Source: an optimization exercise on an open RTL-to-GDS flow (aim: small area, a short achievable clock period and few clock cycles). Production flows keep margins and buffers that such runs may drop.
RTL that was checked went through simulation tests only; none was proved equivalent to the original.
Function not checked in runs 2 to 4: the RTL went through the layout flow alone.
Power is estimated from default activity; no workload was simulated.

==> design.v <==
package hll_pkg;
  localparam logic [2:0] OP_ADD      = 3'd0;
  localparam logic [2:0] OP_MERGE    = 3'd1;
  localparam logic [2:0] OP_LOAD     = 3'd2;
  localparam logic [2:0] OP_READ     = 3'd3;
  localparam logic [2:0] OP_ESTIMATE = 3'd4;
  localparam logic [40:0] S_LIN   = 41'h49b4acbe10;
  localparam logic [40:0] S_LARGE = 41'h00002b2fdd;
  localparam logic [40:0] S_TOP   = 41'h0000017087;
  localparam logic [64:0] ND      = 65'h1_7087_6000_0000_0000;
  localparam logic [41:0] REM47   = 42'h00000017087;
  localparam logic [41:0] REM43   = 42'h00000170876;
  localparam logic [41:0] REM26   = 42'h02e10ec0000;
  localparam logic [29:0] LN2_Q30 = 30'd744261118;
endpackage
module hll_ram (
  input  logic        clk,
  input  logic        clr,
  input  logic        wr_en,
  input  logic [8:0]  wr_addr,
  input  logic [4:0]  wr_data,
  input  logic [31:0] rd_sel,
  output logic [79:0] rd_part
);
  logic [511:0] plane0_r, plane1_r, plane2_r, plane3_r, plane4_r;
  logic [31:0]  sel_hi;
  logic [15:0]  sel_lo;
  logic [4:0]   wd;
  always_comb begin
    for (int k = 0; k < 32; k++) begin
      sel_hi[k] = clr || (wr_en && (wr_addr[8:4] == 5'(k)));
    end
    for (int j = 0; j < 16; j++) begin
      sel_lo[j] = clr || (wr_addr[3:0] == 4'(j));
    end
  end
  assign wd = clr ? 5'd0 : wr_data;
  for (genvar i = 0; i < 512; i++) begin : g_ent
    always_ff @(posedge clk) begin
      if (sel_hi[i / 16] && sel_lo[i % 16]) begin
        plane0_r[i] <= wd[0];
        plane1_r[i] <= wd[1];
        plane2_r[i] <= wd[2];
        plane3_r[i] <= wd[3];
        plane4_r[i] <= wd[4];
      end
    end
  end
  for (genvar g = 0; g < 16; g++) begin : g_rd
    assign rd_part[5*g + 0] = |(plane0_r[32*g +: 32] & rd_sel);
    assign rd_part[5*g + 1] = |(plane1_r[32*g +: 32] & rd_sel);
    assign rd_part[5*g + 2] = |(plane2_r[32*g +: 32] & rd_sel);
    assign rd_part[5*g + 3] = |(plane3_r[32*g +: 32] & rd_sel);
    assign rd_part[5*g + 4] = |(plane4_r[32*g +: 32] & rd_sel);
  end
endmodule
module hll_div (
  input  logic        clk,
  input  logic        rst_n,
  input  logic        req,
  input  logic        hold,
  input  logic        clear,
  input  logic [40:0] s,
  input  logic [9:0]  z,
  output logic        fin,
  output logic        push,
  output logic [31:0] card,
  output logic        sat
);
  typedef enum logic [3:0] {
    U_IDLE, U_W1, U_W2, U_CMP, U_DIV, U_NEG, U_NORM, U_SQ, U_NEXT, U_PREP,
    U_MUL, U_FIN
  } ustate_t;
  ustate_t     state_r;
  logic [47:0] q_r;
  logic [41:0] rem_r;
  logic [31:0] frac_r;
  logic [5:0]  n_r;
  logic [5:0]  cnt_r;
  logic [4:0]  bit_r;
  logic        mbit_r;
  logic        large_r;
  logic [2:0]  nd_r;       
  logic        sat_r;
  logic        lin_r;
  logic        top_r;
  logic        lrg_r;
  logic        zn_r;
  logic [11:0] rom_r;
  logic [5:0]  jm_r;       
  logic [5:0]  jm;
  logic [11:0] rom_card;
  logic        done_n;
  logic        push_r;
  logic [31:0] card_r;
  logic        osat_r;
  logic [41:0] rem_sh;
  logic [41:0] dsr;
  logic [42:0] rem_add;
  logic [41:0] rem_nxt;
  logic [31:0] ln2_ext;
  logic [31:0] mplier;
  logic [4:0]  bit_n;
  logic [16:0] sum_lo;
  logic [16:0] sum_hi;
  logic        ph_r;
  logic        cy_r;
  logic [37:0] d;
  logic        r_sat;
  hll_lin_rom u_rom (
    .zeros (z),
    .card  (rom_card)
  );
  always_comb begin
    jm = 6'd0;
    for (int i = 0; i < 41; i++) begin
      if (s[i]) begin
        jm = 6'(i);
      end
    end
  end
  always_ff @(posedge clk) begin
    jm_r  <= jm;
    lin_r <= (s >= hll_pkg::S_LIN);
    top_r <= (s <= hll_pkg::S_TOP);
    lrg_r <= (s <= hll_pkg::S_LARGE);
    zn_r  <= (z != 10'd0);
    rom_r <= rom_card;
  end
  assign rem_sh  = {rem_r[40:0], nd_r[2]};
  assign dsr     = rem_r[41] ? {1'b0, s} : ~{1'b0, s};
  assign rem_add = {rem_sh, 1'b1} + {dsr, !rem_r[41]};
  assign rem_nxt = rem_add[42:1];
  assign ln2_ext = {2'b00, hll_pkg::LN2_Q30};
  assign mplier  = (state_r == U_MUL) ? ln2_ext : q_r[47:16];
  assign bit_n   = bit_r + 5'd1;
  assign sum_lo  = {1'b0, rem_r[25:10]} + (mbit_r ? {1'b0, q_r[31:16]} : 17'd0);
  assign sum_hi  = {1'b0, rem_r[41:26]} + (mbit_r ? {1'b0, q_r[47:32]} : 17'd0)
                   + {16'd0, cy_r};
  assign d       = {6'd48, 32'd0} - {n_r, frac_r};
  assign r_sat   = (rem_r[37:32] != 6'd0);
  always_comb begin
    done_n = 1'b0;
    case (state_r)
      U_CMP:   done_n = !hold && ((lin_r && zn_r) || (!lin_r && top_r));
      U_DIV:   done_n = (cnt_r == 6'd1) && !large_r;
      U_FIN:   done_n = 1'b1;
      default: done_n = 1'b0;
    endcase
  end
  always_ff @(posedge clk) begin
    if (!rst_n) begin
      push_r <= 1'b0;
    end else begin
      push_r <= done_n;
    end
  end
  assign fin  = done_n;
  assign push = push_r;
  always_ff @(posedge clk) begin
    if (!rst_n || clear) begin
      card_r <= '0;
      osat_r <= 1'b0;
    end else if (push_r) begin
      card_r <= q_r[31:0];
      osat_r <= sat_r;
    end
  end
  always_ff @(posedge clk) begin
    if (!rst_n) begin
      state_r   <= U_IDLE;
    end else begin
      case (state_r)
        U_IDLE: begin
          if (req) begin
            state_r <= U_W1;
          end
        end
        U_W1: begin
          state_r <= U_W2;
        end
        U_W2: begin
          state_r <= U_CMP;
        end
        U_CMP: begin
          if (!hold) begin
            sat_r   <= 1'b0;
            q_r     <= '0;
            large_r <= 1'b0;
            nd_r    <= 3'b000;
            if (lin_r && zn_r) begin
              q_r[11:0] <= rom_r;
              state_r   <= U_IDLE;
            end else if (lin_r) begin
              rem_r   <= 42'(hll_pkg::ND >> (7'd65 - {1'b0, jm_r}));
              cnt_r   <= 6'd49 - jm_r;
              state_r <= U_DIV;
            end else if (top_r) begin
              q_r[31:0] <= 32'hFFFF_FFFF;
              sat_r     <= 1'b1;
              state_r   <= U_IDLE;
            end else if (lrg_r) begin
              rem_r   <= {1'b0, hll_pkg::REM47[40:0]};
              cnt_r   <= 6'd48;
              large_r <= 1'b1;
              nd_r    <= 3'b011;
              state_r <= U_DIV;
            end else begin
              rem_r   <= 42'(hll_pkg::ND >> (7'd65 - {1'b0, jm_r}));
              cnt_r   <= 6'd49 - jm_r;
              state_r <= U_DIV;
            end
          end
        end
        U_DIV: begin
          rem_r <= rem_nxt;
          q_r   <= {q_r[46:0], !rem_nxt[41]};
          nd_r  <= {nd_r[1:0], 1'b0};
          cnt_r <= cnt_r - 6'd1;
          if (cnt_r == 6'd1) begin
            state_r <= large_r ? U_NEG : U_IDLE;
          end
        end
        U_NEG: begin
          q_r     <= 48'd0 - q_r;
          n_r     <= 6'd47;
          state_r <= U_NORM;
        end
        U_NORM: begin
          rem_r  <= '0;
          bit_r  <= '0;
          ph_r   <= 1'b0;
          cnt_r  <= 6'd31;
          mbit_r <= q_r[16];
          if (q_r[47]) begin
            state_r <= U_SQ;
          end else begin
            q_r <= q_r << 1;
            n_r <= n_r - 6'd1;
          end
        end
        U_SQ, U_MUL: begin
          ph_r <= !ph_r;
          if (!ph_r) begin
            rem_r[25:10] <= sum_lo[15:0];
            cy_r         <= sum_lo[16];
          end else begin
            rem_r  <= {sum_hi, rem_r[25:10], rem_r[9:1]};
            bit_r  <= bit_n;
            mbit_r <= mplier[bit_n];
            if (bit_r == 5'd31) begin
              state_r <= (state_r == U_MUL) ? U_FIN : U_NEXT;
            end
          end
        end
        U_NEXT: begin
          frac_r     <= {frac_r[30:0], rem_r[41]};
          q_r[47:16] <= rem_r[41] ? rem_r[41:10] : {rem_r[40:10], rem_r[9]};
          mbit_r     <= rem_r[41] ? rem_r[10] : rem_r[9];
          rem_r      <= '0;
          cnt_r      <= cnt_r - 6'd1;
          state_r    <= (cnt_r == 6'd0) ? U_PREP : U_SQ;
        end
        U_PREP: begin
          q_r[47:16] <= {2'b00, d[37:8]};
          mbit_r     <= ln2_ext[0];
          ph_r       <= 1'b0;
          state_r    <= U_MUL;
        end
        U_FIN: begin
          q_r[31:0] <= r_sat ? 32'hFFFF_FFFF : rem_r[31:0];
          sat_r     <= r_sat;
          state_r   <= U_IDLE;
        end
        default: begin
          state_r <= U_IDLE;
        end
      endcase
    end
  end
  assign card = card_r;
  assign sat  = osat_r;
endmodule
module hll_lin_rom (
  input  logic [9:0]  zeros,
  output logic [11:0] card
);
  localparam logic [511:0] T0 = 512'haaaaaaab554aad52a56a52969696925b649364c9999999ce738e3c3c3f03ffc007ff03e1c73999b24b52aaa56d939c0fe0e64aab63fc6a983767617bb66297ac;
  localparam logic [511:0] T1 = 512'h66666666ccd99b366cd9364db24db6c92db6d25b4b4b4b5ad6a56a956aa955555555aab56a52d2db6d9b33398e1c1ff01fe1c666d6a94ce00ed580d3996fcc0e;
  localparam logic [511:0] T2 = 512'h1e1e1e1e3c3878f1e3c70e3c71c38e38e38e31c738c738c6319ce6731998cccccccc999326c9b64924b69694a54ab555554a94b49b318f0001ccaa9c759b8edc;
  localparam logic [511:0] T3 = 512'h01fe01fe03f807f01fc0fe03f03f81f81f81f03f07c0f83e0f83e1f0f8783c3c3c3c7870e1c78e38e38e718c63398cccccd9b26db694a5555569331ff353ac02;
  localparam logic [511:0] T4 = 512'h0001fffe0007fff0003ffe000fff8007ff800fff003ff801ff801ff007f803fc03fc07f01fc07e07e07e0f83e0f87c3c3c3871e38e739cccccdb694aa59c6796;
  localparam logic [511:0] T5 = 512'h00000001fffffff0000001ffffff8000007fffff000007ffff80000ffff80003fffc000fffc001ffe001ff801ff803fc03f80fe07e0f83c3c3c718c66cb54852;
  localparam logic [511:0] T6 = 512'h000000000000000fffffffffffff800000000000ffffffffff8000000007fffffffc0000003fffffe000007ffff80003fff8001ffe007fc03fc0f83e1c73256a;
  localparam logic [511:0] T7 = 512'h00000000000000000000000000007fffffffffffffffffffff800000000000000003ffffffffffffe00000000007fffffff8000001ffffc0003ff801fc0f1cd0;
  localparam logic [511:0] T8 = 512'h000000000000000000000000000000000000000000000000007fffffffffffffffffffffffffffffe0000000000000000007ffffffffffc0000007fffc00fc34;
  localparam logic [511:0] T9 = 512'h000000000000000000000000000000000000000000000000000000000000000000000000000000001fffffffffffffffffffffffffffffc00000000003fffc0c;
  localparam logic [511:0] T10 = 512'h000000000000000000000000000000000000000000000000000000000000000000000000000000000000000000000000000000000000003ffffffffffffffc02;
  localparam logic [511:0] T11 = 512'h000000000000000000000000000000000000000000000000000000000000000000000000000000000000000000000000000000000000000000000000000003fe;
  always_comb begin
    card = 12'd0;
    if (!zeros[9]) begin
      card[0] = T0[zeros[8:0]];
      card[1] = T1[zeros[8:0]];
      card[2] = T2[zeros[8:0]];
      card[3] = T3[zeros[8:0]];
      card[4] = T4[zeros[8:0]];
      card[5] = T5[zeros[8:0]];
      card[6] = T6[zeros[8:0]];
      card[7] = T7[zeros[8:0]];
      card[8] = T8[zeros[8:0]];
      card[9] = T9[zeros[8:0]];
      card[10] = T10[zeros[8:0]];
      card[11] = T11[zeros[8:0]];
    end
  end
endmodule
module hyperloglog_sketch_core (
  input  logic        clk,
  input  logic        rst_n,
  input  logic        in_valid,
  output logic        in_ready,
  input  logic [2:0]  in_opcode,
  input  logic [31:0] in_hash_value,
  input  logic [9:0]  in_reg_index,
  input  logic [4:0]  in_reg_value,
  output logic        out_valid,
  input  logic        out_ready,
  output logic [4:0]  out_read_value,
  output logic [31:0] out_cardinality,
  output logic        out_saturated,
  output logic        out_changed
);
  localparam int unsigned NG = 16;           
  logic        rst_q;
  logic        in_ready_r;
  logic [2:0]  owed_r;     
  logic        vr_r;
  logic [2:0]  opr_r;
  logic [8:0]  idxr_r;
  logic [31:0] selr_r;     
  logic [4:0]  nvr_r;      
  logic        v1_r;
  logic [2:0]  op1_r;
  logic [8:0]  idx1_r;
  logic [NG-1:0]   sel1_r;  
  logic [4:0]  nv1_r;
  logic [5*NG-1:0] part_r;
  logic [NG-1:0]   pgt_r;   
  logic        mx_r;       
  logic        mw_r;       
  logic        gtx_r;      
  logic        gtw_r;      
  logic        we2_r;
  logic [8:0]  widx2_r;
  logic [4:0]  wval2_r;
  logic [4:0]  old2_r;
  logic        we3_r;
  logic [4:0]  wval3_r;
  logic        dv_r;
  logic [31:0] ds_r;       
  logic        dn_r;       
  logic [1:0]  dz_r;
  logic [40:0] s_r;
  logic [9:0]  z_r;
  logic [2:0]  cnt_r;
  logic        out_valid_r;
  logic [4:0]  q_rd_r  [4];
  logic        q_chg_r [4];
  logic        est_head_r;  
  logic        eb_r;
  logic        accept;
  logic        pop;
  logic [5*NG-1:0] part;
  logic [NG-1:0]   pgt;
  logic [4:0]  rd_raw;
  logic [4:0]  rd;
  logic [4:0]  rank;
  logic [8:0]  idx_in;
  logic [4:0]  nvr;
  logic        gt_raw;
  logic        is_am;
  logic        gt;
  logic        do_wr;
  logic        push_x;
  logic        est_req;
  logic        est_fin;
  logic        est_push;
  logic        push;
  logic [4:0]  push_rd;
  logic        push_chg;
  logic [2:0]  wpos;
  logic        est_pop;
  logic        room_n;
  logic        block_n;
  logic [31:0] th_new;
  logic [31:0] th_old;
  logic [31:0] dm;
  logic        dn;
  logic [41:0] s_sum;
  logic [31:0] card;
  logic        sat;
  assign accept = in_valid && in_ready_r;
  assign pop    = out_valid_r && out_ready;
  always_comb begin
    rank = 5'd24;
    for (int b = 0; b < 23; b++) begin
      if (in_hash_value[b]) begin
        rank = 5'(23 - b);
      end
    end
  end
  assign idx_in = (in_opcode == hll_pkg::OP_ADD) ? in_hash_value[8:0]
                                                : in_reg_index[8:0];
  assign nvr    = nvr_r;
  always_comb begin
    for (int g = 0; g < NG; g++) begin
      pgt[g] = (nvr > part[5*g +: 5]);
    end
  end
  always_ff @(posedge clk) begin
    rst_q <= rst_n;
    opr_r  <= in_opcode;
    idxr_r <= idx_in;
    for (int k = 0; k < 32; k++) begin
      selr_r[k] <= (in_opcode == hll_pkg::OP_ADD) ? (in_hash_value[4:0] == 5'(k))
                                                  : (in_reg_index[4:0] == 5'(k));
    end
    nvr_r  <= (in_opcode == hll_pkg::OP_ADD) ? rank : in_reg_value;
    op1_r  <= opr_r;
    idx1_r <= idxr_r;
    for (int g = 0; g < NG; g++) begin
      sel1_r[g] <= (idxr_r[8:5] == 4'(g));
    end
    nv1_r  <= nvr;
    part_r <= part;
    pgt_r  <= pgt;
    mx_r   <= (idxr_r == idx1_r);
    mw_r   <= (idxr_r == widx2_r);
    gtx_r  <= (nvr > nv1_r);
    gtw_r  <= (nvr > wval2_r);
    widx2_r <= idx1_r;
    wval2_r <= nv1_r;
    old2_r  <= rd;
    wval3_r <= wval2_r;
    if (!rst_n) begin
      vr_r  <= 1'b0;
      v1_r  <= 1'b0;
      we2_r <= 1'b0;
      we3_r <= 1'b0;
    end else begin
      vr_r  <= accept;
      v1_r  <= vr_r;
      we2_r <= do_wr;
      we3_r <= we2_r;
    end
  end
  hll_ram u_ram (
    .clk     (clk),
    .clr     (!rst_q),
    .wr_en   (we2_r),
    .wr_addr (widx2_r),
    .wr_data (wval2_r),
    .rd_sel  (selr_r),
    .rd_part (part)
  );
  always_comb begin
    rd_raw = 5'd0;
    for (int g = 0; g < NG; g++) begin
      rd_raw = rd_raw | (part_r[5*g +: 5] & {5{sel1_r[g]}});
    end
  end
  assign gt_raw = |(pgt_r & sel1_r);
  assign rd     = (we2_r && mx_r) ? wval2_r :
                  (we3_r && mw_r) ? wval3_r : rd_raw;
  assign gt     = (we2_r && mx_r) ? gtx_r :
                  (we3_r && mw_r) ? gtw_r : gt_raw;
  assign is_am  = (op1_r == hll_pkg::OP_ADD) || (op1_r == hll_pkg::OP_MERGE);
  assign do_wr  = v1_r && ((is_am && gt) || (op1_r == hll_pkg::OP_LOAD));
  assign push_x = v1_r && (op1_r != hll_pkg::OP_ESTIMATE);
  assign est_req = v1_r && (op1_r == hll_pkg::OP_ESTIMATE);
  assign push_rd  = est_push ? 5'd0 : ((op1_r == hll_pkg::OP_READ) ? rd : 5'd0);
  assign push_chg = !est_push && is_am && gt;
  always_comb begin
    for (int i = 0; i < 32; i++) begin
      th_new[i] = (wval2_r >= 5'(31 - i));
      th_old[i] = (old2_r >= 5'(31 - i));
    end
  end
  assign dm    = th_new ^ th_old;
  assign dn    = (wval2_r > old2_r);
  assign s_sum = {s_r, 1'b1} + {{9{dn_r}}, ds_r, dn_r};
  always_ff @(posedge clk) begin
    ds_r <= dn ? ~dm : dm;
    dn_r <= dn;
    dz_r <= 2'(wval2_r == 5'd0) - 2'(old2_r == 5'd0);
    if (!rst_n) begin
      dv_r <= 1'b0;
      s_r  <= 41'h100_0000_0000;
      z_r  <= 10'd512;
    end else begin
      dv_r <= we2_r;
      if (dv_r) begin
        s_r <= s_sum[41:1];
        z_r <= z_r + {{8{dz_r[1]}}, dz_r};
      end
    end
  end
  assign push = push_x || est_push;
  assign wpos = cnt_r - 3'(pop);
  assign est_pop = pop && est_head_r;
  always_ff @(posedge clk) begin
    if (pop) begin
      q_rd_r[0]  <= q_rd_r[1];
      q_chg_r[0] <= q_chg_r[1];
      q_rd_r[1]  <= q_rd_r[2];
      q_chg_r[1] <= q_chg_r[2];
      q_rd_r[2]  <= q_rd_r[3];
      q_chg_r[2] <= q_chg_r[3];
    end
    if (push) begin
      q_rd_r[wpos[1:0]]  <= push_rd;
      q_chg_r[wpos[1:0]] <= push_chg;
    end
    if (!rst_n) begin
      cnt_r       <= 3'd0;
      out_valid_r <= 1'b0;
      est_head_r  <= 1'b0;
    end else begin
      if (est_push) begin
        est_head_r <= 1'b1;
      end else if (pop) begin
        est_head_r <= 1'b0;
      end
      case ({push, pop})
        2'b10:   cnt_r <= cnt_r + 3'd1;
        2'b01:   cnt_r <= cnt_r - 3'd1;
        default: cnt_r <= cnt_r;
      endcase
      out_valid_r <= push || (cnt_r >= 3'd2) || ((cnt_r == 3'd1) && !pop);
    end
  end
  always_comb begin
    case ({accept, pop})
      2'b10:   room_n = (owed_r <= 3'd2);
      2'b01:   room_n = (owed_r <= 3'd4);
      default: room_n = (owed_r <= 3'd3);
    endcase
  end
  assign block_n = (accept && (in_opcode == hll_pkg::OP_ESTIMATE)) ||
                   (vr_r && (opr_r == hll_pkg::OP_ESTIMATE)) || est_req ||
                   (eb_r && !est_fin && !est_push);
  always_ff @(posedge clk) begin
    if (!rst_n) begin
      in_ready_r <= 1'b1;
      owed_r     <= 3'd0;
      eb_r       <= 1'b0;
    end else begin
      if (est_req) begin
        eb_r <= 1'b1;
      end else if (est_push) begin
        eb_r <= 1'b0;
      end
      in_ready_r <= !block_n && room_n;
      owed_r     <= owed_r + 3'(accept) - 3'(pop);
    end
  end
  hll_div u_est (
    .clk   (clk),
    .rst_n (rst_n),
    .req   (est_req),
    .hold  (cnt_r != 3'd0),
    .clear (est_pop),
    .s     (s_r),
    .z     (z_r),
    .fin   (est_fin),
    .push  (est_push),
    .card  (card),
    .sat   (sat)
  );
  assign in_ready        = in_ready_r;
  assign out_valid       = out_valid_r;
  assign out_read_value  = q_rd_r[0];
  assign out_changed     = q_chg_r[0];
  assign out_cardinality = card;
  assign out_saturated   = sat;
endmodule
==> flow/run.sh <==
#!/bin/bash
# Layout flow: the standard flow (standard.sh, every ORFS step from
# synthesis to the final layout, unchanged), with one change in how the layout
# is made: the buffers that global placement puts on every input and output
# port are buf_4 cells instead of the default choice.
set -e
export BUFFER_PORTS_ARGS="-buffer_cell sky130_fd_sc_hd__buf_4"
bash standard.sh > standard.log 2>&1
==> standard.sh <==
#!/bin/bash
# synth_recipe.tcl (not shown) runs the flow's synth.tcl, then flattens the netlist and writes it again
# the make line also repeats each setting of config.mk as NAME=value (left out here)
make -C /OpenROAD-flow-scripts/flow DESIGN_CONFIG=/design/flow/config.mk WORK_HOME=/design/flow/orfs CLKGATE_MAP_FILE= SYNTH_SCRIPT=/design/flow/synth_recipe.tcl "${@:-finish}"
==> config.mk <==
export PLATFORM = sky130hd
export DESIGN_NAME = hyperloglog_sketch_core
export DESIGN_NICKNAME = hyperloglog_sketch_core
export VERILOG_FILES = /design/flow/design.v
export SDC_FILE = /design/flow/constraint.sdc
export NUM_CORES = 4
export LEC_CHECK = 0
export CAP_MARGIN = 70
export CORE_MARGIN = 2
export CORE_UTILIZATION = 30
export SETUP_SLACK_MARGIN = 5
export SLEW_MARGIN = 70
==> constraint.sdc <==
create_clock -name core_clock -period 11.0 [get_ports {clk}]
set_input_delay 2.2000 -clock core_clock [delete_from_list [all_inputs] [get_ports {clk}]]
set_output_delay 2.2000 -clock core_clock [all_outputs]
set_load 0.01 [all_outputs]
==> key figures, run 1 <==
Outcome
  – Status: timing/DRC/antenna clean

Synthesis
  – Most frequent cell after synthesis: edfxtp_1
  – Post-synth ARST share: 0
  – Yosys warnings: 4
  – Yosys top cell area share: 0.630
  – Synth unique cells: 83
  – Synthesized area: 0.130 mm2
  – Ranking of synthesized cells by area: edfxtp_1, a22oi_1, dfxtp_1, nor2_1, ha_1
  – Syn Nets: 10100
  – Register bit total from synthesis: approximately 3100
  – Cell count after synthesis: 9782
  – Predominant post-synthesis flop cell: edfxtp_1
  – Syn Area/Cell: 13.3 um2
  – Post-synth EDFFs: 2731
  – Largest area contributor in the netlist: edfxtp_1
  – Post-synthesis sequential area ratio: 0.687
  – Synth top cells by count: edfxtp_1, a22oi_1, nor2_1, clkbuf_1, nand2_1

Power and ir drop
  – PD cells: 178 mW/mm2
  – Total Power: 27500 uW
  – Leakage: 0.0524 uW
  – Max IR drop VDD: 133 uV

Detailed routing
  – Via count: 89500
  – DRC violations left: 0
  – Avg WL per Cell: 27.2 um
  – Vias per cell: 5.62
  – Final wirelength: 433 mm
  – Initial DRC count: between 10000 and 15000
  – Antenna viol nets, final: 0
  – First-pass DRT Iterations: 7

Final layout
  – Storage element area: 0.0895 mm2
  – Post-route cell area: 0.155 mm2
  – Fraction of layout cells with a size suffix above 1: 0.179
  – Fillers: 40900
  – Layout Cells excl Fill: 15900
  – Synthesis-to-layout area growth: 19.0%
  – Multi-input logic area: 0.0405 mm2
  – Nets: 10300

Placement
  – Hpwl dp: 287 mm
  – Placed cell count: 15300
  – Routability cong.: 0.910
  – # port buffers: 84
  – Placed cell areas: 0.144 mm2

CTS
  – Cts bufs inserted: 323
  – TritonCTS clock tree: built
  – Clock buffer depth: 4
  – Post-CTS Resized: 0
  – Clock latency (worst-skew pair): 940 ps
  – Clk sink count: 3097
  – H-tree depth: 5
  – Cts hold-fix bufs: 0
  – Post-CTS setup buffer count: 0
  – Clock-pin slew on the worst setup and hold paths: 60 ps
  – Clk root buf: clkbuf_16

Floorplanning
  – # rows: 241
  – Die span in x: 662 um
  – Io pins: 95
  – Initial Utilization: 0.302
  – Core area: 0.431 mm2
  – Die span in y: 662 um
  – Die area: 0.439 mm2

Setup path
  – WP data required: 11620 ps
  – Critical Path AT: 5300 ps
  – R2R depth: 15
  – Critical path type: register to register
  – Crit path max fanout: 27
  – Startpoint Class: register
  – Crit. End Element: register

STA
  – Fin crit period: between 4000 and 5000 ps
  – Final Cycle Share: 0.425
  – Max_slew headroom: 0.662
  – Worst-margin pin slew: 507 ps
  – Max Slew Vio Count: 0
  – Total Neg Setup Slack: 0 ps
  – Max Freq: 0.214 GHz
  – Finish-stage setup viols: 0
  – Fin. Hold Viols: 0
  – Unrepaired setup endpoints after global routing: false
  – Clock skew: roughly 85 ps

Global routing
  – Vias in the first global route: 85200
  – Total gr overflow: 0
  – Met3 Resource Use GR: 0.0330
  – First-pass GRT wire length: 619 mm
  – Pin count of the biggest net entering global routing: 78
  – Layer with the highest usage: met2
  – Initial antenna violation count: 4
  – Total track usage: 0.188
  – Met1 usage: 0.262
  – Met2 Usage GRT: 0.300

Min path
  – Hold path depth: 0
  – Hold/Removal Path Class: register to register

Job
  – Max-cap viol count: 0
## cells by family after synthesis
kind of cell,synth area share
buffers and inverters,0.0240
flip-flops,0.687
adder cells (fa/ha/maj),0.0262
multiplexers,0.0132
AND/OR/NAND/NOR,0.0903
AO/OA/AOI/OAI,0.139
XOR/XNOR,0.0203
## path summary, 6_finish.rpt
| path | from | endpoint | slack [ps] |
|---|---|---|---|
| max | u_est.rem_r[41] | u_est.rem_r[41] | 6320 |
| min | nv1_r[2] | wval2_r[2] | 340 |
| max reg2reg | u_est.rem_r[41] | u_est.rem_r[41] | 6320 |
| min reg2reg | nv1_r[2] | wval2_r[2] | 340 |
## registers in the layout, summed over array words and instances, names as in the netlist, 16 cells and up
signal / cells
u_ram.plane3_r: 512
u_est.card_r: 32
part_r: 80
u_est.rem_r: 42
u_ram.plane2_r: 512
u_ram.plane0_r: 512
ds_r: 32
s_r: 41
u_ram.plane4_r: 512
selr_r: 32
pgt_r: 16
q_rd_r: 20
sel1_r: 16
u_ram.plane1_r: 512
u_est.q_r: 48
u_est.frac_r: 32
## layout make-up
class                      instances  area share
sequential                      3097       0.579
multi-input combinational       5857       0.262
clock buffer                     415      0.0566
tap                             5710      0.0462
timing repair buffer             491      0.0414
clock inverter                   168      0.0110
inverter                         177     0.00443
antenna                            6   0.0000970
## where the power goes
group / leakage (uW) / internal, uW / switching (uW)
sequential: 0.0296 / 13600 / 321
clock: 0.00513 / 6260 / 4680
combinational: 0.0176 / 824 / 1810
total: 0.0524 / 20700 / 6800
## per-layer routing
metal / routed length [um] / part of all wire
met1: 177000 / 0.41
met2: 198000 / 0.46
met3: 43600 / 0.10
met4: 13900 / 0.032
met5: 13 / 0.000030
## placed cells by master, fill, tap and decap left out, types with 256 or more instances in the layout
| cell type | instances |
|---|---|
| nor2_2 | 450 |
| nand4_1 | 256 |
| edfxtp_1 | 2731 |
| nor2_1 | 484 |
| nand2_1 | 491 |
| a21oi_1 | 356 |
| dfxtp_1 | 291 |
| a22oi_1 | 1249 |
| o21ai_0 | 287 |
| clkbuf_16 | 334 |
| ha_1 | 257 |
## per-stage QoR
step / hold WS (ps) / setup WS (ps) / utilization
floorplan: 329 / 1440 / -
global placement: 336 / 6120 / 0.318
detailed placement: 336 / 6500 / 0.333
CTS: 344 / 6470 / 0.357
global route: 350 / 6190 / 0.359
finish: 340 / 6320 / 0.359
## critical path: stages (launching register included)
cell      delay, ps
edfxtp_1        430
buf_8           200
buf_12          190
xnor2_1         160
ha_1            390
a21o_1          150
a21oi_1          50
or4b_2          610
a21o_1          210
a31oi_2         400
a21o_1          260
a31oi_1         160
o31ai_1         430
a31oi_1         240
xnor2_1         330
o221ai_1        150
Testbench counts, summed over its fixed seeds: cycles 14,936.
==> run 2: changes to the inputs <==
--- a/design.v
+++ b/design.v
@@ -96,8 +96,11 @@
   logic        osat_r;
   logic [41:0] rem_sh;
   logic [41:0] dsr;
-  logic [42:0] rem_add;
-  logic [41:0] rem_nxt;
+  logic [22:0] rem_lo;
+  logic [20:0] rem_hi;
+  logic        dph_r;
+  logic        dcy_r;
+  logic        sg_r;
   logic [31:0] ln2_ext;
   logic [31:0] mplier;
   logic [4:0]  bit_n;
@@ -128,9 +131,9 @@
     rom_r <= rom_card;
   end
   assign rem_sh  = {rem_r[40:0], nd_r[2]};
-  assign dsr     = rem_r[41] ? {1'b0, s} : ~{1'b0, s};
-  assign rem_add = {rem_sh, 1'b1} + {dsr, !rem_r[41]};
-  assign rem_nxt = rem_add[42:1];
+  assign dsr     = sg_r ? {1'b0, s} : ~{1'b0, s};
+  assign rem_lo  = {1'b0, rem_sh[20:0], 1'b1} + {1'b0, dsr[20:0], !sg_r};
+  assign rem_hi  = rem_r[41:21] + dsr[41:21] + {20'd0, dcy_r};
   assign ln2_ext = {2'b00, hll_pkg::LN2_Q30};
   assign mplier  = (state_r == U_MUL) ? ln2_ext : q_r[47:16];
   assign bit_n   = bit_r + 5'd1;
@@ -143,7 +146,7 @@
     done_n = 1'b0;
     case (state_r)
       U_CMP:   done_n = !hold && ((lin_r && zn_r) || (!lin_r && top_r));
-      U_DIV:   done_n = (cnt_r == 6'd1) && !large_r;
+      U_DIV:   done_n = dph_r && (cnt_r == 6'd1) && !large_r;
       U_FIN:   done_n = 1'b1;
       default: done_n = 1'b0;
     endcase
@@ -188,6 +191,8 @@
             q_r     <= '0;
             large_r <= 1'b0;
             nd_r    <= 3'b000;
+            dph_r   <= 1'b0;
+            sg_r    <= 1'b0;
             if (lin_r && zn_r) begin
               q_r[11:0] <= rom_r;
               state_r   <= U_IDLE;
@@ -213,12 +218,19 @@
           end
         end
         U_DIV: begin
-          rem_r <= rem_nxt;
-          q_r   <= {q_r[46:0], !rem_nxt[41]};
-          nd_r  <= {nd_r[1:0], 1'b0};
-          cnt_r <= cnt_r - 6'd1;
-          if (cnt_r == 6'd1) begin
-            state_r <= large_r ? U_NEG : U_IDLE;
+          dph_r <= !dph_r;
+          if (!dph_r) begin
+            rem_r <= {rem_sh[41:21], rem_lo[21:1]};
+            dcy_r <= rem_lo[22];
+            nd_r  <= {nd_r[1:0], 1'b0};
+          end else begin
+            rem_r[41:21] <= rem_hi;
+            sg_r         <= rem_hi[20];
+            q_r          <= {q_r[46:0], !rem_hi[20]};
+            cnt_r        <= cnt_r - 6'd1;
+            if (cnt_r == 6'd1) begin
+              state_r <= large_r ? U_NEG : U_IDLE;
+            end
           end
         end
         U_NEG: begin
==> key figures, run 2 <==
Floorplanning
  – Core area: 0.432 mm2 (about the same)
  – # rows: 241 (unchanged)
  – Io pins: 95 (unchanged)
  – Die span in x: 663 um (about the same)
  – Die span in y: 663 um (about the same)
  – Initial Utilization: 0.302 (about the same)
  – Die area: 0.439 mm2 (about the same)

CTS
  – Post-CTS setup buffer count: 0 (unchanged)
  – Clock latency (worst-skew pair): 920 ps (-20 ps)
  – Post-CTS Resized: 0 (unchanged)
  – Clock buffer depth: 4 (unchanged)
  – Clk root buf: clkbuf_16
  – TritonCTS clock tree: built
  – Clk sink count: 3100 (+0.097%)
  – Clock-pin slew on the worst setup and hold paths: 60 ps (about the same)
  – Cts hold-fix bufs: 0 (unchanged)
  – H-tree depth: 5 (unchanged)
  – Cts bufs inserted: 323 (unchanged)

Job
  – Max-cap viol count: 0 (unchanged)

Placement
  – Hpwl dp: 284 mm (-0.98%)
  – Routability cong.: 0.905 (-0.53%)
  – Placed cell areas: 0.143 mm2 (-0.33%)
  – # port buffers: 84 (unchanged)
  – Placed cell count: 15300 (-0.26%)
  – Pre-CTS setup slack: 6500 ps (-1.51 ps)

Global routing
  – Vias in the first global route: 85500 (+0.31%)
  – Initial antenna violation count: 10 (+6)
  – Total gr overflow: 0 (unchanged)
  – First-pass GRT wire length: 617 mm (-0.31%)
  – Total track usage: 0.188 (-0.000357)
  – Pin count of the biggest net entering global routing: 77 (-1.3%)

Setup path
  – Startpoint Class: register
  – CP Launch Point: u_est.q_r[0]
  – Register-to-register setup slack: 6360 ps (+40 ps)
  – WP data required: 11660 ps (+40 ps)
  – Critical Path AT: 5300 ps (about the same)
  – Crit. End Element: register
  – Worst r2r src: u_est.q_r[0]
  – R2R Path End: u_est.q_r[43]
  – R2R depth: 11 (-4)
  – Crit path max fanout: 8 (-70%)
  – Critical path type: register to register
  – Worst setup path endpoint: u_est.q_r[43]

Synthesis
  – Cell count after synthesis: 9751 (-0.32%)
  – Syn Area/Cell: 13.4 um2 (+0.39%)
  – Post-synthesis sequential area ratio: 0.687 (about the same)
  – Synth unique cells: 89 (+7.2%)
  – Synthesized area: 0.130 mm2 (about the same)
  – Syn Nets: 10100 (-0.31%)
  – Post-synth EDFFs: 2734 (+0.11%)
  – Largest area contributor in the netlist: edfxtp_1
  – Yosys warnings: 4 (unchanged)
  – Most frequent cell after synthesis: edfxtp_1
  – Yosys top cell area share: 0.631 (about the same)
  – Register bit total from synthesis: 3100 (+0.097%)
  – Synth top cells by count: edfxtp_1, a22oi_1, nor2_1, clkbuf_1, nand2_1
  – Predominant post-synthesis flop cell: edfxtp_1
  – Ranking of synthesized cells by area: edfxtp_1, a22oi_1, dfxtp_1, nor2_1, ha_1
  – Post-synth ARST share: 0 (unchanged)

Detailed routing
  – First-pass DRT Iterations: 10 (+3)
  – Antenna viol nets, final: 0 (unchanged)
  – Final wirelength: 432 mm (-0.11%)
  – Avg WL per Cell: 27.2 um (+0.18%)
  – Initial DRC count: 12800 (+6.8%)
  – Vias per cell: 5.68 (+1.0%)
  – DRC violations left: 0 (unchanged)
  – Via count: 90100 (+0.73%)

STA
  – Setup WS post-layout: 6360 ps (+42.4 ps)
  – Max Freq: 0.216 GHz (+0.92%)
  – Fin. Hold Viols: 0 (unchanged)
  – Max Slew Vio Count: 0 (unchanged)
  – Finish-stage setup viols: 0 (unchanged)
  – Fin crit period: 4640 ps (-42.4 ps)
  – Unrepaired setup endpoints after global routing: false
  – Clock skew: 82.2 ps (-2.49 ps)
  – Final Cycle Share: 0.422 (-0.00386)
  – Worst-margin pin slew: 485 ps (-21.9 ps)
  – Max_slew headroom: 0.676 (+0.0146)
  – Total Neg Setup Slack: 0 ps (unchanged)

Final layout
  – Synthesis-to-layout area growth: 18.5%
  – Post-route cell area: 0.154 mm2 (-0.32%)
  – Fraction of layout cells with a size suffix above 1: 0.176 (-0.00370)
  – Nets: 10200 (-0.42%)
  – Layout Cells excl Fill: 15900 (-0.29%)
  – Commonest cells after routing, fill and taps aside: edfxtp_1, a22oi_1, nor2_1, nand2_1, nor2_2
  – Fillers: 40900 (+0.037%)
  – Commonest non-fill, non-tap cell in the layout: edfxtp_1

Power and ir drop
  – Logic pwr share: 0.150 (+0.054)
  – Clock power frac: 0.366 (-0.032)
  – PD cells: 192 mW/mm2 (+8.4%)
  – Leakage: 0.0522 uW (-0.35%)
  – Psw: 8120 uW (+19%)
  – Sequential Power Share: 0.484 (-0.022)
  – Total Power: 29700 uW (+8.1%)
  – Switch share: 0.273 (+0.0258)
  – Internal power: 21600 uW (+4.4%)
  – Max IR drop VDD: 125 uV (-6.3%)

Outcome
  – Status: timing/DRC/antenna clean

Min path
  – Hold/Removal Path Class: register to register
-- run 2: changes by cell type after synthesis, sizes merged, moves of 9 or more --
cell    before  now
xnor2      221  211
o22ai       21   30
or3         41   29
and2       102   93
a31oi       86   95
a21oi      390  348
nand3b       9   18
nor4        31   44
o21ai      310  282
-- run 2: cell families (layout without fill, tap and decap cells) --
kind of cell	after synthesis	in the layout	synth area share
AO/OA/AOI/OAI	2592	2592	0.140
XOR/XNOR	293	293	0.0197
adder cells (fa/ha/maj)	270	270	0.0264
buffers and inverters	830	1237	0.0241
flip-flops	3100	3100	0.687
multiplexers	152	152	0.0127
other	0	7	0
AND/OR/NAND/NOR	2514	2514	0.0902
-- run 2: worst min path at each step --
stage / start / to / cells after the start
after global placement: opr_r[2] / op1_r[2] / 0
final: opr_r[2] / op1_r[2] / 0
after detailed placement: nv1_r[4] / wval2_r[4] / 0
after global routing: opr_r[2] / op1_r[2] / 0
after floorplan: idxr_r[5] / idx1_r[5] / 0
after CTS: opr_r[2] / op1_r[2] / 0
-- run 2: power by group through the flow --
stage,combinational [uW],clock (uW),sequential [uW]
global placement,3960,0,14600
detailed placement,4320,0,14600
CTS,4350,10900,14400
floorplan,2710,0,14400
global route,4790,11400,14400
finish,4450,10900,14400
-- run 2: per-stage QoR --
stage / util / hold WS, ps
after floorplan: - / 329
after global placement: 0.319 / 337
after detailed placement: 0.332 / 335
after CTS: 0.356 / 338
after global routing: 0.357 / 338
final: 0.357 / 340
-- run 2: final cells by class --
type	count	area, um2	area share
clock inverters	160	1690	0.0110
flip-flops and latches	3100	89600	0.581
multi-input cells	5821	40500	0.262
diodes	7	17.5	0.000114
inverters	180	688	0.00446
clock buffers	419	8650	0.0561
repair buffers	478	5950	0.0386
well taps	5710	7140	0.0463
-- run 2: worst max-delay path: stages, from the launching register on --
cell	delay [ps]
edfxtp_1	510
or4_4	590
or4_1	450
or2_1	360
or4_4	570
or4_4	470
nor3_2	150
nand2_2	150
or3_2	590
nor4_4	200
xor2_1	180
o221ai_1	140
-- run 2: metal layers --
metal,vias up,routed length (um),track usage
li1,38400,-,-
met1,45400,176000,0.265
met2,5526,194000,0.293
met3,826,46800,0.0331
met4,2,15100,0.0619
met5,-,20,0
==> run 3: changes to the inputs <==
--- a/design.v
+++ b/design.v
@@ -68,7 +68,7 @@
   output logic        sat
 );
   typedef enum logic [3:0] {
-    U_IDLE, U_W1, U_W2, U_CMP, U_DIV, U_NEG, U_NORM, U_SQ, U_NEXT, U_PREP,
+    U_IDLE, U_W1, U_W2, U_W3, U_CMP, U_DIV, U_NEG, U_NORM, U_SQ, U_NEXT, U_PREP,
     U_MUL, U_FIN
   } ustate_t;
   ustate_t     state_r;
@@ -104,9 +104,10 @@
   logic [31:0] ln2_ext;
   logic [31:0] mplier;
   logic [4:0]  bit_n;
-  logic [16:0] sum_lo;
-  logic [16:0] sum_hi;
-  logic        ph_r;
+  logic [7:0]  pa;
+  logic [7:0]  pb;
+  logic [8:0]  psum;
+  logic [1:0]  ph_r;
   logic        cy_r;
   logic [37:0] d;
   logic        r_sat;
@@ -137,9 +138,15 @@
   assign ln2_ext = {2'b00, hll_pkg::LN2_Q30};
   assign mplier  = (state_r == U_MUL) ? ln2_ext : q_r[47:16];
   assign bit_n   = bit_r + 5'd1;
-  assign sum_lo  = {1'b0, rem_r[25:10]} + (mbit_r ? {1'b0, q_r[31:16]} : 17'd0);
-  assign sum_hi  = {1'b0, rem_r[41:26]} + (mbit_r ? {1'b0, q_r[47:32]} : 17'd0)
-                   + {16'd0, cy_r};
+  always_comb begin
+    case (ph_r)
+      2'd0:    begin pa = rem_r[17:10]; pb = q_r[23:16]; end
+      2'd1:    begin pa = rem_r[25:18]; pb = q_r[31:24]; end
+      2'd2:    begin pa = rem_r[33:26]; pb = q_r[39:32]; end
+      default: begin pa = rem_r[41:34]; pb = q_r[47:40]; end
+    endcase
+  end
+  assign psum = {1'b0, pa} + (mbit_r ? {1'b0, pb} : 9'd0) + {8'd0, cy_r};
   assign d       = {6'd48, 32'd0} - {n_r, frac_r};
   assign r_sat   = (rem_r[37:32] != 6'd0);
   always_comb begin
@@ -183,6 +190,9 @@
           state_r <= U_W2;
         end
         U_W2: begin
+          state_r <= U_W3;
+        end
+        U_W3: begin
           state_r <= U_CMP;
         end
         U_CMP: begin
@@ -241,7 +251,8 @@
         U_NORM: begin
           rem_r  <= '0;
           bit_r  <= '0;
-          ph_r   <= 1'b0;
+          ph_r   <= 2'd0;
+          cy_r   <= 1'b0;
           cnt_r  <= 6'd31;
           mbit_r <= q_r[16];
           if (q_r[47]) begin
@@ -252,12 +263,17 @@
           end
         end
         U_SQ, U_MUL: begin
-          ph_r <= !ph_r;
-          if (!ph_r) begin
-            rem_r[25:10] <= sum_lo[15:0];
-            cy_r         <= sum_lo[16];
-          end else begin
-            rem_r  <= {sum_hi, rem_r[25:10], rem_r[9:1]};
+          ph_r <= ph_r + 2'd1;
+          cy_r <= psum[8];
+          case (ph_r)
+            2'd0:    rem_r[17:10] <= psum[7:0];
+            2'd1:    rem_r[25:18] <= psum[7:0];
+            2'd2:    rem_r[33:26] <= psum[7:0];
+            default: rem_r[41:34] <= psum[7:0];
+          endcase
+          if (ph_r == 2'd3) begin
+            rem_r  <= {psum, rem_r[33:10], rem_r[9:1]};
+            cy_r   <= 1'b0;
             bit_r  <= bit_n;
             mbit_r <= mplier[bit_n];
             if (bit_r == 5'd31) begin
@@ -276,7 +292,8 @@
         U_PREP: begin
           q_r[47:16] <= {2'b00, d[37:8]};
           mbit_r     <= ln2_ext[0];
-          ph_r       <= 1'b0;
+          ph_r       <= 2'd0;
+          cy_r       <= 1'b0;
           state_r    <= U_MUL;
         end
         U_FIN: begin
@@ -409,7 +426,12 @@
   logic [31:0] th_old;
   logic [31:0] dm;
   logic        dn;
-  logic [41:0] s_sum;
+  logic [22:0] s_lo;
+  logic [19:0] s_hi;
+  logic [10:0] dsh_r;
+  logic        dnh_r;
+  logic        scy_r;
+  logic        dvh_r;
   logic [31:0] card;
   logic        sat;
   assign accept = in_valid && in_ready_r;
@@ -501,20 +523,29 @@
   end
   assign dm    = th_new ^ th_old;
   assign dn    = (wval2_r > old2_r);
-  assign s_sum = {s_r, 1'b1} + {{9{dn_r}}, ds_r, dn_r};
+  assign s_lo  = {1'b0, s_r[20:0], 1'b1} + {1'b0, ds_r[20:0], dn_r};
+  assign s_hi  = s_r[40:21] + {{9{dnh_r}}, dsh_r} + {19'd0, scy_r};
   always_ff @(posedge clk) begin
     ds_r <= dn ? ~dm : dm;
     dn_r <= dn;
     dz_r <= 2'(wval2_r == 5'd0) - 2'(old2_r == 5'd0);
+    dsh_r <= ds_r[31:21];
+    dnh_r <= dn_r;
+    scy_r <= s_lo[22];
     if (!rst_n) begin
-      dv_r <= 1'b0;
-      s_r  <= 41'h100_0000_0000;
-      z_r  <= 10'd512;
+      dv_r  <= 1'b0;
+      dvh_r <= 1'b0;
+      s_r   <= 41'h100_0000_0000;
+      z_r   <= 10'd512;
     end else begin
-      dv_r <= we2_r;
+      dv_r  <= we2_r;
+      dvh_r <= dv_r;
       if (dv_r) begin
-        s_r <= s_sum[41:1];
-        z_r <= z_r + {{8{dz_r[1]}}, dz_r};
+        s_r[20:0] <= s_lo[21:1];
+        z_r       <= z_r + {{8{dz_r[1]}}, dz_r};
+      end
+      if (dvh_r) begin
+        s_r[40:21] <= s_hi;
       end
     end
   end
==> key figures, run 3 <==
Synthesis
  – Cell count after synthesis: 9690 (-0.63%)
  – Post-synth EDFFs: 2735 (+0.037%)
  – Synthesized area: 0.130 mm2 (-0.25%)
  – Largest area contributor in the netlist: edfxtp_1
  – Xor/xnor share of the synthesized area: 0.0185 (-0.00123)
  – Post-synthesis sequential area ratio: 0.691 (+0.00393)
  – Most frequent cell after synthesis: edfxtp_1
  – Synth unique cells: 90 (+1.1%)
  – Predominant post-synthesis flop cell: edfxtp_1
  – Yosys top cell area share: 0.632 (+0.00179)
  – Simple-gate share of the synthesized area: 0.0901 (-0.0000954)
  – Synth top cells by count: edfxtp_1, a22oi_1, nor2_1, clkbuf_1, nand2_1
  – Register bit total from synthesis: 3114 (+0.45%)
  – Main combinational cell family by area after synthesis: compound AO/OA/AOI/OAI gates
  – Ranking of synthesized cells by area: edfxtp_1, a22oi_1, dfxtp_1, nor2_1, ha_1
  – Post-synthesis compound-gate area fraction: 0.139 (-0.00122)
  – Post-synth ARST share: 0 (unchanged)
  – Post-synthesis mux area share: 0.0131 (+0.000426)
  – Post-synthesis adder-cell area fraction: 0.0245 (-0.00190)
  – Syn Area/Cell: 13.4 um2 (+0.38%)
  – Syn Nets: 9992 (-0.81%)
  – Yosys warnings: 4 (unchanged)

Setup path
  – Critical path type: register to register
  – Startpoint Class: register
  – Crit. End Element: register
  – WP data required: 11700 ps (+40 ps)
  – Critical Path AT: 5030 ps (-270 ps)
  – Register-to-register setup slack: 6660 ps (+300 ps)
  – Crit path max fanout: 31 (+23)

Floorplanning
  – Core area: 0.431 mm2 (-0.14%)
  – Initial Utilization: 0.301 (-0.000321)
  – # rows: 241 (unchanged)
  – Die span in y: 662 um (-0.12%)
  – Die area: 0.438 mm2 (-0.24%)
  – Die span in x: 662 um (-0.12%)
  – Io pins: 95 (unchanged)

STA
  – Fin. Hold Viols: 0 (unchanged)
  – Max Slew Vio Count: 0 (unchanged)
  – Clock skew: 118 ps (+35.4 ps)
  – Setup WS post-layout: 6660 ps (+299 ps)
  – Worst-margin pin slew: 509 ps (+23.7 ps)
  – Max Freq: 0.231 GHz (+6.9%)
  – Fin crit period: 4340 ps (-299 ps)
  – Unrepaired setup endpoints after global routing: false
  – Total Neg Setup Slack: 0 ps (unchanged)
  – Finish-stage setup viols: 0 (unchanged)
  – Final Cycle Share: 0.394 (-0.0272)
  – Max_slew headroom: 0.658 (-0.0184)

Detailed routing
  – Initial DRC count: 13300 (+3.8%)
  – Via count: 89500 (-0.71%)
  – Avg WL per Cell: 27.7 um (+1.9%)
  – DRC violations left: 0 (unchanged)
  – Antenna viol nets, final: 0 (unchanged)
  – Final wirelength: 439 mm (+1.7%)
  – Vias per cell: 5.65 (-0.50%)
  – First-pass DRT Iterations: 9 (-1)

CTS
  – H-tree depth: 5 (unchanged)
  – Cts hold-fix bufs: 0 (unchanged)
  – TritonCTS clock tree: built
  – Clk root buf: clkbuf_16
  – Clock-pin slew on the worst setup and hold paths: 60 ps (about the same)
  – Clock latency (worst-skew pair): 920 ps (about the same)
  – Post-CTS Resized: 0 (unchanged)
  – Clk sink count: 3114 (+0.45%)
  – Clock buffer depth: 4 (unchanged)
  – Cts bufs inserted: 316 (-2.2%)
  – Post-CTS setup buffer count: 0 (unchanged)

Job
  – Max-cap viol count: 0 (unchanged)

Power and ir drop
  – Sequential Power Share: 0.513 (+0.029)
  – Switch share: 0.244 (-0.0290)
  – PD cells: 177 mW/mm2 (-8.2%)
  – Logic pwr share: 0.091 (-0.059)
  – Max IR drop VDD: 141 uV (+14%)
  – Psw: 6680 uW (-18%)
  – Internal power: 20600 uW (-4.3%)
  – Clock power frac: 0.396 (+0.030)
  – Total Power: 27300 uW (-8.0%)
  – Leakage: 0.0522 uW (about the same)

Global routing
  – Total gr overflow: 0 (unchanged)
  – Pin count of the biggest net entering global routing: 73 (-5.2%)
  – Total track usage: 0.193 (+0.00473)
  – Vias in the first global route: 84600 (-1.1%)
  – Initial antenna violation count: 16 (+6)
  – First-pass GRT wire length: 622 mm (+0.83%)

Final layout
  – Layout Cells excl Fill: 15800 (-0.21%)
  – Commonest non-fill, non-tap cell in the layout: edfxtp_1
  – Nets: 10200 (-0.44%)
  – Fraction of layout cells with a size suffix above 1: 0.179 (+0.00294)
  – Fillers: 40800 (-0.16%)
  – Synthesis-to-layout area growth: 19.0%
  – Commonest cells after routing, fill and taps aside: edfxtp_1, a22oi_1, nand2_1, nor2_1, nor2_2
  – Post-route cell area: 0.155 mm2 (+0.16%)

Min path
  – Hold/Removal Path Class: register to register

Placement
  – Hpwl dp: 293 mm (+3.0%)
  – Placed cell count: 15300 (-0.16%)
  – Placed cell areas: 0.144 mm2 (+0.28%)
  – Routability cong.: 0.915 (+1.0%)
  – # port buffers: 84 (unchanged)
  – Pre-CTS setup slack: 6620 ps (+128 ps)

Outcome
  – Status: timing/DRC/antenna clean
run 3: layer usage:
layer,track usage,vias to the layer above,part of all wire
met4,0.0754,0,0.044
li1,-,38200,-
met3,0.0337,863,0.10
met5,0,-,0
met1,0.261,45100,0.40
met2,0.308,5403,0.46
run 3: logic make-up after synthesis:
kind of cell | after synthesis
buffers and inverters | 834
XOR/XNOR | 274
flip-flops | 3114
AND/OR/NAND/NOR | 2500
AO/OA/AOI/OAI | 2565
multiplexers | 154
adder cells (fa/ha/maj) | 249
run 3: cell type report:
type                    count  area [um2]  area share
flip-flops and latches   3114       89900       0.582
multi-input cells        5742       39800       0.258
clock buffers             407        8540      0.0553
well taps                5710        7140      0.0462
repair buffers            517        6720      0.0435
clock inverters           156        1640      0.0106
inverters                 189         724     0.00469
diodes                      6        15.0   0.0000972
run 3: power by group through the flow:
stage | combinational, uW | clock, uW | sequential, uW
floorplan | 1340 | 0 | 14100
global placement | 2140 | 0 | 14300
detailed placement | 2430 | 0 | 14200
CTS | 2440 | 10900 | 14000
global route | 2650 | 11300 | 14100
finish | 2490 | 10800 | 14000
run 3: final timing paths:
kind	startpoint	end	cells after the start
max	u_est.sg_r	u_est.q_r[0]	14
min	ds_r[29]	dsh_r[8]	0
min reg2reg	ds_r[29]	dsh_r[8]	0
max reg2reg	u_est.sg_r	u_est.q_r[0]	14
run 3: per-stage QoR:
| step | hold slack, ps | utilization |
|---|---|---|
| 2_1_floorplan | 310 | - |
| 3_3_place_gp | 313 | 0.318 |
| 3_5_place_dp | 312 | 0.333 |
| 4_1_cts | 319 | 0.357 |
| 5_1_grt | 331 | 0.359 |
| 6_report | 325 | 0.359 |
run 3: worst max-delay path, stage by stage (launching register included):
cell,delay (ps)
edfxtp_1,490
buf_8,220
buf_12,190
xnor2_2,200
fa_1,500
a211oi_1,340
o21ai_0,220
a31o_2,250
a221oi_1,260
clkbuf_1,190
o21ai_0,130
or2_2,360
or4_1,480
nand3_1,180
o211a_1,170
==> run 4: changes to the inputs <==
--- a/design.v
+++ b/design.v
@@ -96,9 +96,10 @@
   logic        osat_r;
   logic [41:0] rem_sh;
   logic [41:0] dsr;
-  logic [22:0] rem_lo;
-  logic [20:0] rem_hi;
-  logic        dph_r;
+  logic [15:0] rem_lo;
+  logic [14:0] rem_md;
+  logic [13:0] rem_hi;
+  logic [1:0]  dph_r;
   logic        dcy_r;
   logic        sg_r;
   logic [31:0] ln2_ext;
@@ -133,8 +134,9 @@
   end
   assign rem_sh  = {rem_r[40:0], nd_r[2]};
   assign dsr     = sg_r ? {1'b0, s} : ~{1'b0, s};
-  assign rem_lo  = {1'b0, rem_sh[20:0], 1'b1} + {1'b0, dsr[20:0], !sg_r};
-  assign rem_hi  = rem_r[41:21] + dsr[41:21] + {20'd0, dcy_r};
+  assign rem_lo  = {1'b0, rem_sh[13:0], 1'b1} + {1'b0, dsr[13:0], !sg_r};
+  assign rem_md  = {1'b0, rem_r[27:14]} + {1'b0, dsr[27:14]} + {14'd0, dcy_r};
+  assign rem_hi  = rem_r[41:28] + dsr[41:28] + {13'd0, dcy_r};
   assign ln2_ext = {2'b00, hll_pkg::LN2_Q30};
   assign mplier  = (state_r == U_MUL) ? ln2_ext : q_r[47:16];
   assign bit_n   = bit_r + 5'd1;
@@ -153,7 +155,7 @@
     done_n = 1'b0;
     case (state_r)
       U_CMP:   done_n = !hold && ((lin_r && zn_r) || (!lin_r && top_r));
-      U_DIV:   done_n = dph_r && (cnt_r == 6'd1) && !large_r;
+      U_DIV:   done_n = (dph_r == 2'd2) && (cnt_r == 6'd1) && !large_r;
       U_FIN:   done_n = 1'b1;
       default: done_n = 1'b0;
     endcase
@@ -201,7 +203,7 @@
             q_r     <= '0;
             large_r <= 1'b0;
             nd_r    <= 3'b000;
-            dph_r   <= 1'b0;
+            dph_r   <= 2'd0;
             sg_r    <= 1'b0;
             if (lin_r && zn_r) begin
               q_r[11:0] <= rom_r;
@@ -228,25 +230,39 @@
           end
         end
         U_DIV: begin
-          dph_r <= !dph_r;
-          if (!dph_r) begin
-            rem_r <= {rem_sh[41:21], rem_lo[21:1]};
-            dcy_r <= rem_lo[22];
-            nd_r  <= {nd_r[1:0], 1'b0};
-          end else begin
-            rem_r[41:21] <= rem_hi;
-            sg_r         <= rem_hi[20];
-            q_r          <= {q_r[46:0], !rem_hi[20]};
-            cnt_r        <= cnt_r - 6'd1;
-            if (cnt_r == 6'd1) begin
-              state_r <= large_r ? U_NEG : U_IDLE;
+          case (dph_r)
+            2'd0: begin
+              rem_r <= {rem_sh[41:14], rem_lo[14:1]};
+              dcy_r <= rem_lo[15];
+              nd_r  <= {nd_r[1:0], 1'b0};
+              dph_r <= 2'd1;
             end
-          end
+            2'd1: begin
+              rem_r[27:14] <= rem_md[13:0];
+              dcy_r        <= rem_md[14];
+              dph_r        <= 2'd2;
+            end
+            default: begin
+              rem_r[41:28] <= rem_hi;
+              sg_r         <= rem_hi[13];
+              q_r          <= {q_r[46:0], !rem_hi[13]};
+              cnt_r        <= cnt_r - 6'd1;
+              dph_r        <= 2'd0;
+              if (cnt_r == 6'd1) begin
+                state_r <= large_r ? U_NEG : U_IDLE;
+              end
+            end
+          endcase
         end
         U_NEG: begin
-          q_r     <= 48'd0 - q_r;
-          n_r     <= 6'd47;
-          state_r <= U_NORM;
+          dph_r <= 2'd1;
+          if (dph_r == 2'd0) begin
+            {dcy_r, q_r[23:0]} <= {1'b0, ~q_r[23:0]} + 25'd1;
+          end else begin
+            q_r[47:24] <= ~q_r[47:24] + {23'd0, dcy_r};
+            n_r        <= 6'd47;
+            state_r    <= U_NORM;
+          end
         end
         U_NORM: begin
           rem_r  <= '0;
==> key figures, run 4 <==
Placement
  – Routability cong.: 0.940 (+2.8%)
  – Hpwl dp: 296 mm (+1.3%)
  – # port buffers: 84 (unchanged)
  – Placed cell areas: 0.143 mm2 (-0.53%)

Final layout
  – Post-route cell area: 0.153 mm2 (-0.83%)
  – Fraction of layout cells with a size suffix above 1: 0.176 (-0.00273)
  – Multi-input logic area: 0.0394 mm2 (-0.94%)
  – Fillers: 41000 (+0.37%)
  – Number of diodes: 0 (-6)
  – Commonest cells after routing, fill and taps aside: edfxtp_1, a22oi_1, nand2_1, nor2_1, nor2_2
  – Commonest non-fill, non-tap cell in the layout: edfxtp_1
  – Post-layout util: 0.356 (-0.00248)
  – Nets: 10100 (-0.32%)
  – Synthesis-to-layout area growth: 18.3%
  – Storage element area: 0.0900 mm2 (about the same)

Setup path
  – Crit-path most repeated cell: a21oi_1
  – Cell Chain, Critical Path: ha_1, buf_4, clkinv_2, o211a_1, fa_1, fa_1, a21o_1, a21oi_1, o21bai_1, a21oi_1, xnor2_1, o21ai_1, a21oi_1, a221oi_1, o21ai_0
  – WP data required: 11580 ps (-120 ps)
  – Crit path max-delay cell type: fa_1
  – Worst path max stage delay: 440 ps (-60 ps)
  – Crit. End Element: register
  – Register-to-register setup slack: 6510 ps (-160 ps)
  – Critical Path AT: 5070 ps (+40 ps)
  – Startpoint Class: register
  – Worst r2r src: u_est.ph_r[0]
  – R2R depth: 15 (+1)
  – Crit path max fanout: 28 (-9.7%)
  – R2R Path End: u_est.rem_r[40]
  – Critical path type: register to register

CTS
  – Post-CTS setup buffer count: 0 (unchanged)
  – Cts hold-fix bufs: 0 (unchanged)
  – Clk root buf: clkbuf_16
  – Cts bufs inserted: 303 (-4.1%)
  – Post-CTS Resized: 0 (unchanged)
  – Clock buffer depth: 4 (unchanged)
  – TritonCTS clock tree: built
  – H-tree depth: 5 (unchanged)
  – Clock-pin slew on the worst setup and hold paths: 70 ps (about the same)
  – Clock latency (worst-skew pair): 910 ps (about the same)
  – Clk sink count: 3115 (+0.032%)

Detailed routing
  – Vias per cell: 5.68 (+0.55%)
  – Via count: 89700 (+0.24%)
  – First-pass DRT Iterations: 9 (unchanged)
  – Avg WL per Cell: 28.0 um (+1.1%)
  – Antenna viol nets, final: 0 (unchanged)
  – DRC violations left: 0 (unchanged)
  – Final wirelength: 443 mm (+0.75%)
  – Initial DRC count: 13200 (-0.77%)

Floorplanning
  – Die span in y: 661 um (-0.15%)
  – Initial Utilization: 0.301 (-0.000479)
  – Io pins: 95 (unchanged)
  – # rows: 241 (unchanged)
  – Core area: 0.430 mm2 (-0.14%)
  – Die area: 0.437 mm2 (-0.30%)
  – Die span in x: 661 um (-0.15%)

Global routing
  – Pin count of the biggest net entering global routing: 79 (+8.2%)
  – First-pass GRT wire length: 626 mm (+0.66%)
  – Met1 usage: 0.267 (+0.00626)
  – Met2 Usage GRT: 0.310 (+0.00244)
  – Total gr overflow: 0 (unchanged)
  – Vias in the first global route: 84500 (-0.13%)
  – Total track usage: 0.195 (+0.00192)
  – Layer with the highest usage: met2
  – Met3 Resource Use GR: 0.0342 (+0.000589)
  – Initial antenna violation count: 3 (-13)

STA
  – Finish-stage setup viols: 0 (unchanged)
  – Total Neg Setup Slack: 0 ps (unchanged)
  – Final hold slack: 328 ps (+2.58 ps)
  – Unrepaired setup endpoints after global routing: false
  – Fin. Hold Viols: 0 (unchanged)
  – Worst-margin pin slew: 498 ps (-11.2 ps)
  – Final Cycle Share: 0.409 (+0.0142)
  – Clock skew: 100 ps (-17.5 ps)
  – Max_slew headroom: 0.668 (+0.0101)
  – Max Freq: 0.223 GHz (-3.5%)
  – Max Slew Vio Count: 0 (unchanged)
  – Fin crit period: 4490 ps (+156 ps)

Power and ir drop
  – Logic pwr share: 0.109 (+0.018)
  – Internal power: 20600 uW (-0.15%)
  – Total Power: 27600 uW (+1.2%)
  – Psw: 7030 uW (+5.2%)
  – Max IR drop VDD: 139 uV (-1.8%)
  – Switch share: 0.254 (+0.00983)
  – Clock power frac: 0.378 (-0.018)
  – PD cells: 180 mW/mm2 (+2.0%)
  – Sequential Power Share: 0.513 (about the same)
  – Leakage: 0.0517 uW (-1.0%)

Synthesis
  – Largest area contributor in the netlist: edfxtp_1
  – Yosys top cell area share: 0.635 (+0.00213)
  – Post-synthesis sequential area ratio: 0.693 (+0.00230)
  – Yosys warnings: 4 (unchanged)
  – Most frequent cell after synthesis: edfxtp_1
  – Synth unique cells: 85 (-5.6%)
  – Syn Area/Cell: 13.4 um2 (-0.13%)
  – Synthesized area: 0.129 mm2 (-0.30%)
  – Syn Nets: 9978 (-0.14%)
  – Post-synth ARST share: 0 (unchanged)
  – Cell count after synthesis: 9674 (-0.17%)
  – Synth top cells by count: edfxtp_1, a22oi_1, nor2_1, clkbuf_1, nand2_1
  – Register bit total from synthesis: 3115 (+0.032%)
  – Predominant post-synthesis flop cell: edfxtp_1
  – Post-synth EDFFs: 2736 (+0.037%)
  – Ranking of synthesized cells by area: edfxtp_1, a22oi_1, dfxtp_1, nor2_1, ha_1

Min path
  – WHS Endpoint: dsh_r[9]
  – Hold/Removal Path Class: register to register
  – Worst hold start: ds_r[30]
  – Hold path depth: 0 (unchanged)

Job
  – Max-cap viol count: 0 (unchanged)

Outcome
  – Status: timing/DRC/antenna clean
==> run 4: cell types whose count changed in the layout (fill, tap and decap cells not counted), moves of 17 or more <==
cell	before	now
a211oi_1	26	49
buf_4	216	238
nand2_1	478	513
nor2_1	457	507
nor2b_1	87	52
o21ai_0	296	279
==> run 4: how the worst max path moves through the flow <==
stage	startpoint	endpoint	slack, ps	cells after the start
after detailed placement	u_est.ph_r[0]	u_est.rem_r[40]	6570	15
final	u_est.ph_r[0]	u_est.rem_r[40]	6510	15
after CTS	u_est.ph_r[0]	u_est.rem_r[40]	6570	15
after global routing	u_est.ph_r[0]	u_est.rem_r[24]	6190	15
after floorplan	rst_q	u_ram.plane0_r[0]	1520	3
after global placement	u_est.ph_r[0]	u_est.rem_r[40]	6030	15
==> run 4: cell families after synthesis <==
group,Yosys count,share of synthesized area
DFF,3115,0.693
AOI/OAI and AO/OA,2545,0.138
and+or+nand+nor,2496,0.0881
buffers and inverters,840,0.0244
xor gates and xnor gates,282,0.0191
adders and majority gates,250,0.0248
muxes,146,0.0125
==> run 4: per-layer routing <==
| layer | up-vias | wire [um] |
|---|---|---|
| met3 | 859 | 45000 |
| met4 | 2 | 17700 |
| met5 | - | 13 |
| li1 | 38100 | - |
| met2 | 5466 | 202000 |
| met1 | 45300 | 178000 |
==> run 4: metrics by stage <==
step,setup WS [ps],std cells
after CTS,6570,15800
after global placement,6030,15000
after global routing,6190,15800
final,6510,15800
after detailed placement,6570,15200
after floorplan,1520,9674
==> run 4: critical path, delay by kind of cell (launching register included) <==
kind                       cells  cell delay (ps)
AOI/OAI and AO/OA              9             1990
adders and majority gates      3             1010
buffers and inverters          2              710
DFF                            1              410
xor gates and xnor gates       1              120
==> run 4: area by class of cell <==
| type | count | area share |
|---|---|---|
| clock buffers | 379 | 0.0524 |
| clock inverters | 164 | 0.0105 |
| inverters | 188 | 0.00468 |
| multi-input cells | 5719 | 0.257 |
| flip-flops and latches | 3115 | 0.587 |
| well taps | 5710 | 0.0466 |
| repair buffers | 518 | 0.0414 |
==> run 4: power by group through the flow <==
| stage | Sequential (uW) | Combinational (uW) | Clock, uW |
|---|---|---|---|
| after floorplan | 14200 | 1700 | 0 |
| final | 14200 | 3020 | 10400 |
| after global routing | 14200 | 3240 | 10900 |
| after CTS | 14100 | 2960 | 10500 |
| after detailed placement | 14400 | 2950 | 0 |
| after global placement | 14400 | 2640 | 0 |

[static timing again, ports no longer ideal]
How much do the figures lean on ideal ports? The routed layouts below were timed once more, with nothing changed but the port constraints. Step 1 assumes that a clkbuf_16 drives the clock port and a buf_2 every other input. Step 2 moves the port delays by t, midway between the first and last clock arrival at a register: inputs arrive t later, outputs are due t later. That takes back most of the time a late clock gives input paths. Three values: no drivers, after step 1, after step 2; two values: the first two.
| run | t, ns | slack for setup (ns) | latest minus earliest clock arrival (ns) | slew at the worst register clock pin (ns) | cell pins on the clock port's net |
|---|---|---|---|---|---|
| run 1 | 1.010 | 6.321 / 6.321 / 6.321 | 0.090 / 0.090 | 0.07 / 0.07 | 1 |
| run 2 | 0.995 | 6.363 / 6.363 / 6.363 | 0.106 / 0.106 | 0.07 / 0.07 | 1 |
| run 3 | 0.960 | 6.663 / 6.663 / 6.663 | 0.130 / 0.130 | 0.08 / 0.08 | 1 |
| run 4 | 0.955 | 6.506 / 6.506 / 6.506 | 0.107 / 0.107 | 0.07 / 0.07 | 1 |
After both steps setup and hold are still met in every run listed.
